Source: an optimization exercise on an open RTL-to-GDS flow (aim: small area, a short achievable clock period and few clock cycles). Production flows keep margins and buffers that such runs may drop.
Function was checked by simulation only, so behaviour that the tests miss may differ from the original.
Power and IR drop assume default switching activity.

===== config.mk =====
export PLATFORM = sky130hd
export DESIGN_NAME = chip8_cpu
export DESIGN_NICKNAME = chip8_cpu
export VERILOG_FILES = /design/flow/design.v
export SDC_FILE = /design/flow/constraint.sdc
export NUM_CORES = 4
export LEC_CHECK = 0
export CAP_MARGIN = 20
export CORE_MARGIN = 2
export CORE_UTILIZATION = 40
export SLEW_MARGIN = 20

===== constraint.sdc =====
create_clock -name core_clock -period 10.0 [get_ports {clk}]
set_input_delay 2.0000 -clock core_clock [delete_from_list [all_inputs] [get_ports {clk}]]
set_output_delay 2.0000 -clock core_clock [all_outputs]
set_load 0.01 [all_outputs]

===== run.sh =====
#!/bin/bash
# synth_recipe.tcl (not shown) runs the flow's synth.tcl, then flattens the netlist and writes it again
# the make line also repeats each setting of config.mk as NAME=value (left out here)
make -C /OpenROAD-flow-scripts/flow DESIGN_CONFIG=/design/flow/config.mk WORK_HOME=/design/flow/orfs CLKGATE_MAP_FILE= SYNTH_SCRIPT=/design/flow/synth_recipe.tcl finish

===== design.v =====
`timescale 1ns/1ns
`default_nettype none
package chip8_bus_pkg;
  typedef logic [11:0] addr_t;
  typedef logic [7:0] data_t;
  localparam addr_t PROGRAM_START = 12'h200;
  localparam addr_t INSTR_BYTES = 12'd2;
endpackage
`default_nettype wire
`timescale 1ns/1ns
`default_nettype none
package chip8_isa_pkg;
  typedef logic [3:0] reg_idx_t;
  typedef struct packed {
    logic [3:0] op;
    reg_idx_t x;
    reg_idx_t y;
    logic [3:0] n;
  } nib_view_t;
  typedef struct packed {
    logic [3:0] op;
    reg_idx_t x;
    logic [7:0] kk;
  } imm_view_t;
  typedef struct packed {
    logic [3:0] op;
    logic [11:0] nnn;
  } addr_view_t;
  typedef union packed {
    nib_view_t nib;
    imm_view_t imm;
    addr_view_t addr;
  } opcode_t;
  localparam logic [3:0] OP_SYS = 4'h0;
  localparam logic [3:0] OP_JP = 4'h1;
  localparam logic [3:0] OP_CALL = 4'h2;
  localparam logic [3:0] OP_SE_IMM = 4'h3;
  localparam logic [3:0] OP_SNE_IMM = 4'h4;
  localparam logic [3:0] OP_SE_REG = 4'h5;
  localparam logic [3:0] OP_LD_IMM = 4'h6;
  localparam logic [3:0] OP_ADD_IMM = 4'h7;
  localparam logic [3:0] OP_ALU = 4'h8;
  localparam logic [3:0] OP_SNE_REG = 4'h9;
  localparam logic [3:0] OP_LD_I = 4'hA;
  localparam logic [3:0] OP_JP_V0 = 4'hB;
  localparam logic [3:0] OP_MISC = 4'hF;
  localparam logic [7:0] MISC_GET_DT = 8'h07;
  localparam logic [7:0] MISC_SET_DT = 8'h15;
  localparam logic [7:0] MISC_ADD_I = 8'h1E;
  localparam logic [7:0] MISC_BCD = 8'h33;
  localparam logic [7:0] MISC_STORE = 8'h55;
  localparam logic [7:0] MISC_LOAD = 8'h65;
  localparam logic [15:0] OPC_RET = 16'h00EE;
  localparam reg_idx_t FLAG_REG = 4'hF;
endpackage
`default_nettype wire
`timescale 1ns/1ns
`default_nettype none
module chip8_alu (
  input wire chip8_bus_pkg::data_t a,
  input wire chip8_bus_pkg::data_t b,
  input wire [3:0] n,
  output chip8_bus_pkg::data_t result,
  output logic flag,
  output logic flag_en
);
  logic [8:0] sum;
  assign sum = {1'b0, a} + {1'b0, b};
  always_comb begin
    result = a;
    flag = 1'b0;
    flag_en = 1'b1;
    case (n)
      4'h0: begin
        result = b;
        flag_en = 1'b0;
      end
      4'h1: begin
        result = a | b;
        flag_en = 1'b0;
      end
      4'h2: begin
        result = a & b;
        flag_en = 1'b0;
      end
      4'h3: begin
        result = a ^ b;
        flag_en = 1'b0;
      end
      4'h4: begin
        result = sum[7:0];
        flag = sum[8];
      end
      4'h5: begin
        result = a - b;
        flag = (a >= b);
      end
      4'h6: begin
        result = a >> 1;
        flag = a[0];
      end
      4'h7: begin
        result = b - a;
        flag = (b > a);
      end
      4'hE: begin
        result = a << 1;
        flag = a[7];
      end
      default: flag_en = 1'b0;
    endcase
  end
endmodule
`default_nettype wire
`timescale 1ns/1ns
`default_nettype none
module chip8_regfile (
  input wire clk,
  input wire reset,
  input wire chip8_isa_pkg::reg_idx_t rd_x_idx,
  input wire chip8_isa_pkg::reg_idx_t rd_y_idx,
  input wire wr_en,
  input wire chip8_isa_pkg::reg_idx_t wr_idx,
  input wire chip8_bus_pkg::data_t wr_data,
  input wire flag_wr_en,
  input wire chip8_bus_pkg::data_t flag_data,
  output chip8_bus_pkg::data_t rd_x_data,
  output chip8_bus_pkg::data_t rd_y_data,
  output chip8_bus_pkg::data_t v0_data
);
  chip8_bus_pkg::data_t regs [16];
  assign rd_x_data = regs[rd_x_idx];
  assign rd_y_data = regs[rd_y_idx];
  assign v0_data = regs[0];
  always_ff @(posedge clk or posedge reset) begin
    if (reset) begin
      for (int r = 0; r < 16; r++) begin
        regs[r] <= '0;
      end
    end else begin
      if (wr_en) regs[wr_idx] <= wr_data;
      if (flag_wr_en) regs[chip8_isa_pkg::FLAG_REG] <= flag_data;
    end
  end
endmodule
`default_nettype wire
`timescale 1ns/1ns
`default_nettype none
module chip8_call_stack #(
  parameter int STACK_DEPTH = 16
) (
  input wire clk,
  input wire reset,
  input wire push,
  input wire pop,
  input wire chip8_bus_pkg::addr_t push_addr,
  output chip8_bus_pkg::addr_t top
);
  localparam int IDX_W = $clog2(STACK_DEPTH);
  localparam logic [IDX_W:0] FULL_COUNT = (IDX_W + 1)'(STACK_DEPTH);
  chip8_bus_pkg::addr_t entries [STACK_DEPTH];
  logic [IDX_W:0] count;
  logic [IDX_W-1:0] top_idx;
  assign top_idx = count[IDX_W-1:0] - IDX_W'(1);
  assign top = entries[top_idx];
  always_ff @(posedge clk or posedge reset) begin
    if (reset) begin
      count <= '0;
    end else if (push) begin
      count <= count + 1'b1;
    end else if (pop) begin
      count <= count - 1'b1;
    end
  end
  always_ff @(posedge clk) begin
    if (push) entries[count[IDX_W-1:0]] <= push_addr;
  end
endmodule
`default_nettype wire
`timescale 1ns/1ns
`default_nettype none
module chip8_delay_timer #(
  parameter int TICK_DIV = 64
) (
  input wire clk,
  input wire reset,
  input wire load,
  input wire chip8_bus_pkg::data_t load_value,
  output chip8_bus_pkg::data_t value
);
  localparam int CNT_W = $clog2(TICK_DIV + 1);
  localparam logic [CNT_W-1:0] LAST = CNT_W'(TICK_DIV - 1);
  logic [CNT_W-1:0] div_cnt;
  logic tick;
  assign tick = (div_cnt == LAST);
  always_ff @(posedge clk or posedge reset) begin
    if (reset) begin
      div_cnt <= '0;
      value <= '0;
    end else begin
      div_cnt <= tick ? '0 : div_cnt + 1'b1;
      if (load) begin
        value <= load_value;
      end else if (tick && value != '0) begin
        value <= value - 8'd1;
      end
    end
  end
endmodule
`default_nettype wire
`timescale 1ns/1ns
`default_nettype none
module chip8_control (
  input wire clk,
  input wire reset,
  input wire mem_req_ready,
  input wire mem_rsp_valid,
  input wire chip8_bus_pkg::data_t mem_rdata,
  input wire chip8_bus_pkg::data_t rd_x_data,
  input wire chip8_bus_pkg::data_t rd_y_data,
  input wire chip8_bus_pkg::data_t v0_data,
  input wire chip8_bus_pkg::data_t alu_result,
  input wire alu_flag,
  input wire alu_flag_en,
  input wire chip8_bus_pkg::addr_t stack_top,
  input wire chip8_bus_pkg::data_t timer_value,
  output logic mem_req_valid,
  output logic mem_req_write,
  output chip8_bus_pkg::addr_t mem_addr,
  output chip8_bus_pkg::data_t mem_wdata,
  output chip8_isa_pkg::reg_idx_t rd_x_idx,
  output chip8_isa_pkg::reg_idx_t rd_y_idx,
  output logic wr_en,
  output chip8_isa_pkg::reg_idx_t wr_idx,
  output chip8_bus_pkg::data_t wr_data,
  output logic flag_wr_en,
  output chip8_bus_pkg::data_t flag_data,
  output logic [3:0] alu_n,
  output logic stack_push,
  output logic stack_pop,
  output chip8_bus_pkg::addr_t push_addr,
  output logic timer_load,
  output chip8_bus_pkg::data_t timer_load_value
);
  localparam logic [1:0] MK_STORE = 2'd0;
  localparam logic [1:0] MK_BCD = 2'd1;
  localparam logic [1:0] MK_LOAD = 2'd2;
  logic rq_v;
  logic rq_w;
  chip8_bus_pkg::addr_t rq_a;
  chip8_bus_pkg::data_t rq_d;
  logic [1:0] ocnt;      
  logic [1:0] dcnt;      
  logic use_npc;         
  chip8_bus_pkg::addr_t npc;   
  logic half;            
  logic squash;          
  chip8_bus_pkg::data_t hi_q;
  chip8_bus_pkg::data_t lo_q;
  logic ir_v;            
  chip8_bus_pkg::addr_t i_reg;
  logic m_iss;           
  logic [1:0] m_kind;
  logic [3:0] mcnt;      
  logic [3:0] mlast;
  logic l_act;           
  logic [3:0] lidx;
  logic [1:0] b_h;
  logic [6:0] b_rem;
  logic acc, acc_rd, slot_free;
  logic [1:0] ocnt_a;
  logic live, ld_rsp, ib, lo_b, lo_ok;
  logic r_jp, r_call, r_ret, r_redir, r_mop, r_exec;
  logic [3:0] op;
  logic e_redir;
  logic redirect;
  chip8_bus_pkg::addr_t tgt;
  chip8_bus_pkg::addr_t npc_inc;
  chip8_bus_pkg::addr_t bnnn_tgt;
  logic skip;
  chip8_bus_pkg::data_t e_data;
  logic e_wr;
  assign op = hi_q[7:4];
  assign acc = rq_v & mem_req_ready;
  assign acc_rd = acc & ~rq_w;
  assign slot_free = ~rq_v | mem_req_ready;
  assign ocnt_a = ocnt + {1'b0, acc_rd} - {1'b0, mem_rsp_valid};
  assign live = mem_rsp_valid & (dcnt == 2'd0);
  assign ld_rsp = live & l_act;
  assign ib = live & ~l_act;
  assign lo_b = ib & half;
  assign lo_ok = lo_b & ~squash;
  assign r_jp = lo_ok & (op == chip8_isa_pkg::OP_JP);
  assign r_call = lo_ok & (op == chip8_isa_pkg::OP_CALL);
  assign r_ret = lo_ok & (hi_q == 8'h00) & (mem_rdata == 8'hEE);
  assign r_redir = r_jp | r_call | r_ret;
  assign r_mop = lo_ok & (op == chip8_isa_pkg::OP_MISC) &
                 ((mem_rdata == chip8_isa_pkg::MISC_BCD) ||
                  (mem_rdata == chip8_isa_pkg::MISC_STORE) ||
                  (mem_rdata == chip8_isa_pkg::MISC_LOAD));
  assign r_exec = lo_ok & ~r_redir & ~r_mop;
  assign npc_inc = npc + 12'd1;
  assign bnnn_tgt = {hi_q[3:0], lo_q} + chip8_bus_pkg::addr_t'(v0_data);
  assign e_redir = ir_v & (op == chip8_isa_pkg::OP_JP_V0);
  assign redirect = r_redir | e_redir;
  always_comb begin
    if (r_ret) tgt = stack_top;
    else if (r_redir) tgt = {hi_q[3:0], mem_rdata};
    else tgt = bnnn_tgt;
  end
  assign push_addr = npc_inc;
  assign stack_push = r_call;
  assign stack_pop = r_ret;
  assign rd_x_idx = m_iss ? mcnt : hi_q[3:0];
  assign rd_y_idx = lo_q[7:4];
  assign alu_n = lo_q[3:0];
  assign timer_load_value = rd_x_data;
  assign flag_data = chip8_bus_pkg::data_t'(alu_flag);
  assign flag_wr_en = ir_v & (op == chip8_isa_pkg::OP_ALU) & alu_flag_en;
  assign timer_load = ir_v & (op == chip8_isa_pkg::OP_MISC) & (lo_q == chip8_isa_pkg::MISC_SET_DT);
  always_comb begin
    e_wr = 1'b0;
    e_data = lo_q;
    skip = 1'b0;
    case (op)
      chip8_isa_pkg::OP_SE_IMM: skip = (rd_x_data == lo_q);
      chip8_isa_pkg::OP_SNE_IMM: skip = (rd_x_data != lo_q);
      chip8_isa_pkg::OP_SE_REG: skip = (lo_q[3:0] == 4'h0) && (rd_x_data == rd_y_data);
      chip8_isa_pkg::OP_SNE_REG: skip = (lo_q[3:0] == 4'h0) && (rd_x_data != rd_y_data);
      chip8_isa_pkg::OP_LD_IMM: e_wr = 1'b1;
      chip8_isa_pkg::OP_ADD_IMM: begin
        e_wr = 1'b1;
        e_data = rd_x_data + lo_q;
      end
      chip8_isa_pkg::OP_ALU: begin
        e_wr = 1'b1;
        e_data = alu_result;
      end
      chip8_isa_pkg::OP_MISC: begin
        if (lo_q == chip8_isa_pkg::MISC_GET_DT) begin
          e_wr = 1'b1;
          e_data = timer_value;
        end
      end
      default: ;
    endcase
  end
  always_comb begin
    if (ld_rsp) begin
      wr_en = 1'b1;
      wr_idx = lidx;
      wr_data = mem_rdata;
    end else begin
      wr_en = ir_v & e_wr;
      wr_idx = hi_q[3:0];
      wr_data = e_data;
    end
  end
  logic [1:0] h_dig;
  logic [6:0] h_rem;
  always_comb begin
    if (rd_x_data >= 8'd200) begin
      h_dig = 2'd2;
      h_rem = 7'(rd_x_data - 8'd200);
    end else if (rd_x_data >= 8'd100) begin
      h_dig = 2'd1;
      h_rem = 7'(rd_x_data - 8'd100);
    end else begin
      h_dig = 2'd0;
      h_rem = rd_x_data[6:0];
    end
  end
  logic [3:0] t_dig;
  logic [3:0] u_dig;
  assign t_dig = 4'(b_rem / 7'd10);
  assign u_dig = 4'(b_rem % 7'd10);
  logic m_iss_n;
  logic [3:0] mcnt_n;
  logic [3:0] mlast_n;
  logic [1:0] m_kind_n;
  logic m_go;        
  logic f_go;        
  logic use_npc_e;
  chip8_bus_pkg::addr_t npc_n;
  chip8_bus_pkg::data_t m_data;
  assign npc_n = redirect ? tgt : (ib ? npc_inc : npc);
  assign use_npc_e = use_npc | redirect | r_mop;
  assign m_iss_n = m_iss | r_mop;
  assign m_kind_n = r_mop ? ((mem_rdata == chip8_isa_pkg::MISC_STORE) ? MK_STORE :
                             (mem_rdata == chip8_isa_pkg::MISC_BCD) ? MK_BCD : MK_LOAD) : m_kind;
  assign mlast_n = r_mop ? ((mem_rdata == chip8_isa_pkg::MISC_BCD) ? 4'd2 : hi_q[3:0]) : mlast;
  assign m_go = slot_free & m_iss_n & (m_kind_n == MK_LOAD ? (ocnt_a != 2'd2) : 1'b1);
  assign f_go = slot_free & ~m_iss_n & (ocnt_a != 2'd2);
  always_comb begin
    case (m_kind_n)
      MK_STORE: m_data = m_iss ? rd_x_data : v0_data;
      MK_BCD: begin
        if (!m_iss) m_data = 8'(h_dig);
        else if (mcnt == 4'd0) m_data = 8'(b_h);
        else if (mcnt == 4'd1) m_data = 8'(t_dig);
        else m_data = 8'(b_rem);
      end
      default: m_data = rd_x_data;
    endcase
  end
  assign mem_req_valid = rq_v;
  assign mem_req_write = rq_w;
  assign mem_addr = rq_a;
  assign mem_wdata = rq_d;
  always_ff @(posedge clk or posedge reset) begin
    if (reset) begin
      rq_v <= 1'b0;
      rq_w <= 1'b0;
      rq_a <= '0;
      rq_d <= '0;
      ocnt <= '0;
      dcnt <= '0;
      use_npc <= 1'b1;
      npc <= chip8_bus_pkg::PROGRAM_START;
      half <= 1'b0;
      squash <= 1'b0;
      hi_q <= '0;
      lo_q <= '0;
      ir_v <= 1'b0;
      i_reg <= '0;
      m_iss <= 1'b0;
      m_kind <= '0;
      mcnt <= '0;
      mlast <= '0;
      l_act <= 1'b0;
      lidx <= '0;
      b_h <= '0;
      b_rem <= '0;
    end else begin
      ocnt <= ocnt_a;
      npc <= npc_n;
      m_kind <= m_kind_n;
      mlast <= mlast_n;
      if (redirect || r_mop) begin
        dcnt <= ocnt_a + {1'b0, rq_v & ~mem_req_ready & ~rq_w};
      end else if (mem_rsp_valid && dcnt != 2'd0) begin
        dcnt <= dcnt - 2'd1;
      end
      if (redirect || r_mop) begin
        half <= 1'b0;
      end else if (ib) begin
        half <= ~half;
      end
      if (ib && !half) hi_q <= mem_rdata;
      if (r_exec) lo_q <= mem_rdata;
      ir_v <= r_exec;
      if (lo_b) squash <= 1'b0;
      else if (ir_v && skip) squash <= 1'b1;
      if (ir_v) begin
        if (op == chip8_isa_pkg::OP_LD_I) i_reg <= {hi_q[3:0], lo_q};
        else if (op == chip8_isa_pkg::OP_MISC && lo_q == chip8_isa_pkg::MISC_ADD_I)
          i_reg <= i_reg + chip8_bus_pkg::addr_t'(rd_x_data);
      end
      if (r_mop) begin
        b_h <= h_dig;
        b_rem <= h_rem;
      end else if (m_go && m_kind == MK_BCD && mcnt == 4'd1) begin
        b_rem <= 7'(u_dig);
      end
      if (r_mop) begin
        l_act <= (mem_rdata == chip8_isa_pkg::MISC_LOAD);
        lidx <= '0;
      end else if (ld_rsp) begin
        lidx <= lidx + 4'd1;
        if (lidx == mlast) l_act <= 1'b0;
      end
      if (slot_free) begin
        if (m_go) begin
          rq_v <= 1'b1;
          rq_w <= (m_kind_n != MK_LOAD);
          rq_a <= i_reg + chip8_bus_pkg::addr_t'(m_iss ? mcnt : 4'd0);
          rq_d <= m_data;
        end else if (f_go) begin
          rq_v <= 1'b1;
          rq_w <= 1'b0;
          rq_a <= use_npc_e ? npc_n : rq_a + 12'd1;
        end else begin
          rq_v <= 1'b0;
        end
      end
      if (f_go) use_npc <= 1'b0;
      else if (redirect || r_mop) use_npc <= 1'b1;
      if (m_go) begin
        if ((m_iss ? mcnt : 4'd0) == mlast_n) begin
          m_iss <= 1'b0;
          mcnt <= '0;
        end else begin
          m_iss <= 1'b1;
          mcnt <= (m_iss ? mcnt : 4'd0) + 4'd1;
        end
      end else begin
        m_iss <= m_iss_n;
      end
    end
  end
endmodule
`default_nettype wire
`timescale 1ns/1ns
`default_nettype none
module chip8_cpu #(
  parameter int TICK_DIV = 64,
  parameter int STACK_DEPTH = 16
) (
  input wire clk,
  input wire reset,
  input wire mem_req_ready,
  input wire mem_rsp_valid,
  input wire chip8_bus_pkg::data_t mem_rdata,
  output logic mem_req_valid,
  output logic mem_req_write,
  output chip8_bus_pkg::addr_t mem_addr,
  output chip8_bus_pkg::data_t mem_wdata
);
  chip8_isa_pkg::reg_idx_t rd_x_idx;
  chip8_isa_pkg::reg_idx_t rd_y_idx;
  chip8_isa_pkg::reg_idx_t wr_idx;
  chip8_bus_pkg::data_t rd_x_data;
  chip8_bus_pkg::data_t rd_y_data;
  chip8_bus_pkg::data_t v0_data;
  chip8_bus_pkg::data_t wr_data;
  chip8_bus_pkg::data_t flag_data;
  chip8_bus_pkg::data_t alu_result;
  chip8_bus_pkg::data_t timer_value;
  chip8_bus_pkg::data_t timer_load_value;
  chip8_bus_pkg::addr_t stack_top;
  chip8_bus_pkg::addr_t push_addr;
  logic [3:0] alu_n;
  logic wr_en;
  logic flag_wr_en;
  logic alu_flag;
  logic alu_flag_en;
  logic stack_push;
  logic stack_pop;
  logic timer_load;
  chip8_control chip8_control_inst (
    .clk, .reset,
    .mem_req_ready, .mem_rsp_valid, .mem_rdata,
    .rd_x_data, .rd_y_data, .v0_data,
    .alu_result, .alu_flag, .alu_flag_en,
    .stack_top, .timer_value,
    .mem_req_valid, .mem_req_write, .mem_addr, .mem_wdata,
    .rd_x_idx, .rd_y_idx,
    .wr_en, .wr_idx, .wr_data, .flag_wr_en, .flag_data,
    .alu_n, .stack_push, .stack_pop, .push_addr,
    .timer_load, .timer_load_value
  );
  chip8_regfile chip8_regfile_inst (
    .clk, .reset, .rd_x_idx, .rd_y_idx,
    .wr_en, .wr_idx, .wr_data, .flag_wr_en, .flag_data,
    .rd_x_data, .rd_y_data, .v0_data
  );
  chip8_alu chip8_alu_inst (
    .a(rd_x_data), .b(rd_y_data), .n(alu_n),
    .result(alu_result), .flag(alu_flag), .flag_en(alu_flag_en)
  );
  chip8_call_stack #(.STACK_DEPTH(STACK_DEPTH)) chip8_call_stack_inst (
    .clk, .reset, .push(stack_push), .pop(stack_pop), .push_addr, .top(stack_top)
  );
  chip8_delay_timer #(.TICK_DIV(TICK_DIV)) chip8_delay_timer_inst (
    .clk, .reset, .load(timer_load), .load_value(timer_load_value), .value(timer_value)
  );
endmodule
`default_nettype wire

==> results of run 1 <==
worst max-delay path, cell delays in order, from the launching register on:
cell and delay (ns):
dfrtp_1 0.68, nor3b_1 0.97, o22ai_2 0.49, and4_1 0.33, nand4_1 0.19, o22ai_2 0.12, buf_4 0.23, inv_1 0.18
ha_1 0.20, inv_1 0.06, fa_1 0.40, nor2b_1 0.15, o21ai_0 0.12, a21oi_1 0.21, o21ai_0 0.13, a21o_1 0.20
a31oi_1 0.33, o21ai_0 0.16, a211o_1 0.32, a22oi_2 0.50, mux2i_1 0.16
power by group:
group | total [µW] | leakage (µW) | internal (µW) | switching [µW]
sequential | 2520 | 0.00493 | 2180 | 338
clock | 1820 | 0.000783 | 1050 | 775
combinational | 3860 | 0.00534 | 1370 | 2490
kinds of logic (layout without fill, tap and decap cells):
logic type / count (synthesis) / count (layout) / synth area share (%)
other cells: 0 / 1 / 0
xor+xnor: 108 / 108 / 3.710
fa+ha+maj: 91 / 91 / 4.702
flops: 434 / 434 / 46.38
simple gates: 603 / 603 / 11.95
buf+inv: 230 / 262 / 3.676
compound gates: 632 / 632 / 16.25
mux: 247 / 247 / 13.34
how the worst max path moves through the flow:
stage / start / endpoint / slack [ns] / depth (start not counted)
6_report: chip8_control_inst.mcnt[2]$_DFFE_PP0P_ / chip8_regfile_inst.regs[9][6]$_DFFE_PP0P_ / 3.66 / 20
5_1_grt: chip8_control_inst.hi_q[1]$_DFFE_PP0P_ / chip8_regfile_inst.regs[9][5]$_DFFE_PP0P_ / 3.43 / 18
4_1_cts: chip8_control_inst.mcnt[0]$_DFFE_PP0P_ / chip8_regfile_inst.regs[9][6]$_DFFE_PP0P_ / 3.92 / 19
3_5_place_dp: mem_rdata[0] / chip8_control_inst.mcnt[3]$_DFFE_PP0P_ / 3.76 / 12
3_3_place_gp: chip8_control_inst.mcnt[0]$_DFFE_PP0P_ / chip8_regfile_inst.regs[5][1]$_DFFE_PP0P_ / 3.76 / 19
2_1_floorplan: reset / chip8_call_stack_inst.count[0]$_DFFE_PP0P_ / 1.36 / 1
synthesized netlist by cell type (all sizes together), types with 11 or more instances:
cell / instances
a221oi: 11
nand2b: 28
ha: 83
buf: 52
and2: 13
nor2b: 31
clkbuf: 84
a21o: 24
nand4: 19
nor3: 29
nand3b: 14
o211ai: 20
xnor2: 72
nand3: 54
nor4: 16
edfxtp: 192
or2: 12
o21ai: 153
and3: 25
o21bai: 11
o221ai: 12
mux2: 139
nor3b: 15
mux4: 60
mux2i: 48
xor2: 36
o22ai: 40
inv: 89
a211oi: 21
a22o: 13
nand2: 149
a22oi: 46
dfrtp: 240
nor2: 165
a21oi: 157
a31oi: 18
per-stage QoR:
step	instances	hold slack [ns]	total power [µW]	worst slack, ns
floorplan	2345	0.4329	4989	1.359
global placement	3134	0.4524	6275	3.761
detailed placement	3134	0.4592	6287	3.757
CTS	3222	0.4870	8130	3.920
global route	3223	0.5036	8624	3.426
finish	3224	0.4867	8204	3.662
area by class of cell:
cell class / count / share of cell area (%)
multi-input combinational: 1681 / 45.25
sequential: 434 / 41.59
clock buffer: 60 / 4.487
clock inverter: 28 / 1.201
tap: 846 / 3.722
timing repair buffer: 80 / 2.472
inverter: 94 / 1.267
antenna: 1 / 0.008798
routing by layer:
metal / up-vias / wire length [µm] / GRT usage (%)
li1: 8799 / - / -
met1: 10037 / 36020 / 35.57
met2: 962 / 40030 / 41.68
met3: 198 / 6467 / 3.598
met4: 2 / 3228 / 9.399
met5: - / 14 / 0
==> results by group, run 1 <==
Floorplan
  • Row count: 92
  • Die H: 256.5 µm
  • Die W: 256.5 µm
  • I/O Pins: 34
  • Die Footprint: 0.06577 mm²
  • Core ar.: 0.06308 mm²
  • Starting Density: 40.41%

Clocking
  • Htree depth: 2
  • Setup Fix Bufs, Post-CTS: 0
  • Insertion delay to the later sink of the worst-skew pair: 0.63 ns
  • CTS tree: yes
  • Num CTS Buffers: 48
  • Cts hold-fix bufs: 0
  • CTS max path bufs: 3
  • CTS Root Cell: clkbuf_16
  • Clk sinks: 434
  • CTS clk-pin slew, worst paths: 0.06 ns
  • Post_cts resized: 0

Hold path
  • Hold Path Sink: chip8_delay_timer_inst.div_cnt[4]$_DFF_PP0_
  • Worst Hold Class: reg -> reg
  • WHS Path Cells: 1
  • Hold_sp: chip8_delay_timer_inst.div_cnt[4]$_DFF_PP0_

Synth
  • Mapped Area: 0.02549 mm²
  • Syn_nets: 2,448
  • Cells after synthesis: 2,345
  • Number of synthesized flops with an enable pin: 192
  • Most area-consuming cells after synthesis: dfrtp_1, edfxtp_1, mux2_2
  • Syn. warnings: 6
  • Post-synthesis async set-or-reset flop share: 55.76%
  • Most area-hungry cell type in the Yosys netlist: dfrtp_1
  • Seq/Total Area, Yosys: 46.38%
  • Library cells used by synthesis: 97
  • Syn_area_per_cell: 10.87 µm²
  • Share of the synthesized area in the top cell type: 23.56%
  • Most used DFF post-synth: dfrtp_1
  • Number of synthesized register bits: 434

Routing
  • Drt wl/cell: 26.60 µm
  • DRC errors left: 0
  • DRT Pass-1 Iters: 8
  • Vias per inst: 6.203
  • Wirelength, routed: 85,760 µm
  • Vias: 20.00k
  • Detailed Route Iter0 Violations: 2,448
  • Detail Route Antenna Nets: 0

Critical path
  • Crit path DAT: 6.76 ns
  • Crit Path Max Fanout: 23
  • R2R Path End: chip8_regfile_inst.regs[9][6]$_DFFE_PP0P_
  • Worst reg-to-reg path cell count: 20
  • Setup CP Type: reg -> reg
  • Startpoint Class: register
  • CP Capture Type: register
  • Reg2reg setup slack: 3.66 ns
  • Required @ worst endpoint: 10.43 ns
  • Launch point of the worst reg-to-reg path: chip8_control_inst.mcnt[2]$_DFFE_PP0P_

Final layout
  • Layout cell share with drive strength beyond 1: 16.41%
  • Final instance area: 0.02844 mm²
  • Reg area: 0.01183 mm²
  • Final Util: 45.09%
  • Most frequent cells in the layout: dfrtp_1, edfxtp_1, nor2_1
  • Commonest non-fill, non-tap cell in the layout: dfrtp_1
  • Final #Nets: 2,442
  • Max FFs per register: 192
  • Layout area overhead: 11.57%
  • Multi-input gate area: 0.01287 mm²
  • # fillers: 5,910

Timing
  • Worst Max-Slew Pin Slew: 1.071 ns
  • Setup tns final: 0 ns
  • Clock skew: 0.05438 ns
  • Rel. slew slack: 28.37%
  • FMAX: 157.8 MHz
  • Final hold vios: 0
  • Pins over their slew limit: 0
  • Crit path time final: 6.338 ns
  • Unrepaired setup endpoints after global routing: no
  • Final worst-path cycle share: 63.38%
  • Final setup fails: 0

Placement
  • Port Buffers: 33
  • Post-DP HPWL: 59,520 µm
  • Placer Congestion: 0.9811
  • Placed cell area: 0.02671 mm²

Power
  • LEAKAGE: 0.01105 µW
  • Cell Pwr Density: 288.4 mW/mm²
  • Peak VDD IR: 0.1621 mV

Global route
  • Initial antenna violation count: 2
  • Total gr overflow: 0
  • Tot GR Track Use: 25.84%
  • Pin count of the biggest net entering global routing: 120
  • First-pass GRT wire length: 128,900 µm
  • Vias in the first global route: 19.52k

Job
  • Max-cap violations: 0

Outcome
  • Run status: complete, no violations
Testbench counts, summed over its fixed seeds: cycles 577,562.
==> run 2, diff against run 1 <==
--- a/config.mk
+++ b/config.mk
@@ -5,7 +5,9 @@
 export SDC_FILE = /design/flow/constraint.sdc
 export NUM_CORES = 4
 export LEC_CHECK = 0
+export ABC_CLOCK_PERIOD_IN_PS = 4000
 export CAP_MARGIN = 20
 export CORE_MARGIN = 2
 export CORE_UTILIZATION = 40
+export SETUP_SLACK_MARGIN = 5
 export SLEW_MARGIN = 20
==> run 2 against run 1 <==
  * Wire length is 4.7% higher
  * Setup slack better by 1.4 ns
  * Clock-buffer cell count is 4 lower
  * Sequential power hardly changed
  * Register-to-register slack better by 1.4 ns
  * Clock power hardly changed
  * Flip-flop and latch count stayed put
  * Critical path depth is 14 lower
  * Final cell count is 2.3% higher
  * Sequential share of layout area is 1.7 points lower
  * Non-clock buffer count is 72 higher
  * Via count is 4.0% higher
  * Critical endpoint is now chip8_regfile_inst.regs[3][2]$_DFFE_PP0P_
  * Highest routed layer is now met4
==> results by group, run 2 <==
Outcome
  • Run status: complete, no violations

Clocking
  • Htree depth: 2
  • Num CTS Buffers: 48
  • CTS Root Cell: clkbuf_16
  • CTS max path bufs: 3
  • CTS clk-pin slew, worst paths: 0.06 ns
  • Insertion delay to the later sink of the worst-skew pair: 0.62 ns
  • CTS tree: yes
  • Clk sinks: 434
  • Cts hold-fix bufs: 0

Synth
  • Cells after synthesis: 2,345
  • Compound-Gate Fraction of Synth Area: 16.25%
  • Library cells used by synthesis: 97
  • Share of the synthesized area in the top cell type: 23.56%
  • Post-synthesis async set-or-reset flop share: 55.76%
  • Syn_nets: 2,448
  • Synth top cells by count: dfrtp_1, edfxtp_1, nor2_1, a21oi_1, nand2_1
  • Most area-consuming cells after synthesis: dfrtp_1, edfxtp_1, mux2_2
  • Largest family of logic cells by synthesized area: compound AO/OA/AOI/OAI gates
  • Multiplexer share of the synthesized area: 13.34%
  • Mapped Area: 0.02549 mm²
  • Number of synthesized register bits: 434
  • Syn. warnings: 6
  • Most area-hungry cell type in the Yosys netlist: dfrtp_1
  • Number of synthesized flops with an enable pin: 192
  • Simple-Gate Fraction of Synth Area: 11.95%
  • Most frequent cell after synthesis: dfrtp_1
  • Most used DFF post-synth: dfrtp_1
  • Syn_area_per_cell: 10.87 µm²
  • Synth Area in Adders: 4.702%
  • Seq/Total Area, Yosys: 46.38%
  • Synth Area in XOR/XNOR: 3.710%

Timing
  • Final hold vios: 0
  • Rel. slew slack: 29.31%
  • Final worst-path cycle share: 49.32%
  • Crit path time final: 4.932 ns
  • Final setup fails: 0
  • Setup tns final: 0 ns
  • Worst Max-Slew Pin Slew: 1.052 ns
  • FMAX: 202.7 MHz
  • Clock skew: 0.06229 ns
  • Pins over their slew limit: 0
  • Unrepaired setup endpoints after global routing: yes

Placement
  • Placer Congestion: 1.072
  • Post-DP HPWL: 60,080 µm
  • Port Buffers: 33

Final layout
  • Final #Nets: 2,514
  • Layout area overhead: 16.78%
  • Layout cell share with drive strength beyond 1: 23.64%
  • Commonest non-fill, non-tap cell in the layout: dfrtp_1
  • Max FFs per register: 192
  • Most frequent cells in the layout: dfrtp_1, edfxtp_1, nor2_1

Routing
  • Vias: 20.79k
  • Detailed Route Iter0 Violations: 2,397
  • DRT Pass-1 Iters: 6
  • Detail Route Antenna Nets: 0
  • Wirelength, routed: 89,800 µm
  • Drt wl/cell: 27.22 µm
  • Vias per inst: 6.301
  • DRC errors left: 0

Power
  • Peak VDD IR: 0.2037 mV
  • LEAKAGE: 0.01154 µW
  • Cell Pwr Density: 294.8 mW/mm²
  • PnR Total Power: 8778 µW

Global route
  • Vias in the first global route: 19.98k
  • Total gr overflow: 0
  • Pin count of the biggest net entering global routing: 120
  • First-pass GRT wire length: 131,200 µm
  • Initial antenna violation count: 3
  • Tot GR Track Use: 26.28%

Critical path
  • Setup CP Type: in -> reg
  • Crit Path Max Fanout: 16
  • Required @ worst endpoint: 10.45 ns
  • Startpoint Class: input pin
  • CP Capture Type: register
  • Crit path DAT: 5.38 ns

Floorplan
  • Die H: 256.5 µm
  • Die Footprint: 0.06577 mm²
  • Row count: 92
  • Die W: 256.5 µm
  • Starting Density: 40.41%
  • I/O Pins: 34
  • Core ar.: 0.06308 mm²

Hold path
  • Worst Hold Class: reg -> reg

Job
  • Max-cap violations: 0
-- run 2: cell types whose count changed in the layout (fill, tap and decap cells not counted), sizes merged --
cell / delta
clkinvlp: +9
buf: +67
dlygate4sd2: +3
clkbuf: +2
clkdlybuf4s50: -8
bufinv: +1
inv: -6
diode: +3
dlymetal6s2s: +4
-- run 2: worst max-delay path, cell delays in order --
cell and delay, ns:
clkdlybuf4s50_1 0.64, and3_1 0.84, a21oi_1 0.29, or2_2 0.43, nor2_2 0.75, mux2_2 0.42
-- run 2: per-stage QoR --
stage / setup WS, ns / util (%) / instance area [µm²] / hold slack [ns] / std cells
2_1_floorplan: 4.826 / - / 25500 / 0.4329 / 2345
3_3_place_gp: 3.692 / 42.33 / 26700 / 0.4476 / 3131
3_5_place_dp: 3.741 / 42.34 / 26710 / 0.4595 / 3131
4_1_cts: 4.946 / 45.85 / 28930 / 0.4679 / 3243
5_1_grt: 4.949 / 47.18 / 29760 / 0.4836 / 3296
6_report: 5.068 / 47.19 / 29770 / 0.4681 / 3299
-- run 2: cell families after synthesis --
family	count (synthesis)
and+or+nand+nor	603
DFF	434
adders and majority gates	91
AOI/OAI and AO/OA	632
muxes	247
xor gates and xnor gates	108
buffers and inverters	230
-- run 2: area by class of cell --
class	instances	area (µm²)
Fill cell	5799	33310
Multi-Input combinational cell	1681	13410
Sequential cell	434	11860
Timing Repair Buffer	152	1404
Clock buffer	56	1245
Tap cell	846	1059
Clock inverter	32	394.1
Inverter	94	385.4
Antenna cell	4	10.01
-- run 2: what timing repair did --
| action | in CTS | in global routing |
|---|---|---|
| gates resized for setup | 104 | 83 |
| pin swaps | 7 | 19 |
| setup buffers | 24 | 47 |
| gates cloned | 0 | 4 |
| setup endpoints to repair | 266 | 116 |
-- run 2: report_power, final --
group	internal [µW]	leakage, µW	switching, µW
Clock	1060	0.000792	779
Sequential	2190	0.00491	326
Combinational	1670	0.00584	2750
-- run 2: worst paths after layout --
| kind | cells after the start | to | start | slack, ns |
|---|---|---|---|---|
| worst min-delay path | 1 | chip8_delay_timer_inst.div_cnt[0]$_DFF_PP0_ | chip8_delay_timer_inst.div_cnt[0]$_DFF_PP0_ | 0.47 |
| worst max register to register | 20 | chip8_regfile_inst.regs[1][7]$_DFFE_PP0P_ | chip8_control_inst.m_iss$_DFF_PP0_ | 5.07 |
| worst min register to register | 1 | chip8_delay_timer_inst.div_cnt[0]$_DFF_PP0_ | chip8_delay_timer_inst.div_cnt[0]$_DFF_PP0_ | 0.47 |
| worst max-delay path | 6 | chip8_regfile_inst.regs[3][2]$_DFFE_PP0P_ | mem_rsp_valid | 5.07 |
| max in group asynchronous | 4 | chip8_call_stack_inst.count[0]$_DFFE_PP0P_ | reset | 6.54 |
| min in group asynchronous | 3 | chip8_regfile_inst.regs[13][7]$_DFFE_PP0P_ | reset | 1.99 |
-- run 2: metal layers --
metal / GRT usage (%) / wire length [µm] / vias to the layer above / share of wire [%]
li1: - / - / 8944 / -
met1: 35.85 / 36940 / 10453 / 41
met2: 41.54 / 40880 / 1117 / 46
met3: 4.211 / 7577 / 274 / 8.4
met4: 11.30 / 4395 / 0 / 4.9
met5: 0 / 0 / - / 0

[afterwards: timing with drivers on the ports]
How much do the figures lean on ideal ports? The routed layouts below were timed once more, with nothing changed but the port constraints.
Step 1 assumes that a clkbuf_16 drives the clock port and a buf_2 every other input.
Step 2 adds t to the input delays and takes it off the output delays; t is the mean of the earliest and latest rising clock arrival at the registers after step 1. Input paths then give back, and output paths get back, about the clock's delay inside the block.
Three values: ideal ports, drivers, drivers and shift; two values: the first two.
run | t, ns | setup slack, ns | worst hold slack (ns) | latest minus earliest clock arrival (ns)
run 1 | 0.670 | 3.662 / 3.662 / 3.619 | 0.487 / 0.487 / 0.487 | 0.054 / 0.054
run 2 | 0.651 | 5.068 / 5.071 / 4.449 | 0.468 / 0.468 / 0.468 | 0.062 / 0.062
After both steps every run listed still meets setup and hold. The setup slack of run 2, which loses most, moves by +0.003 ns with the drivers and by -0.619 ns with both steps.
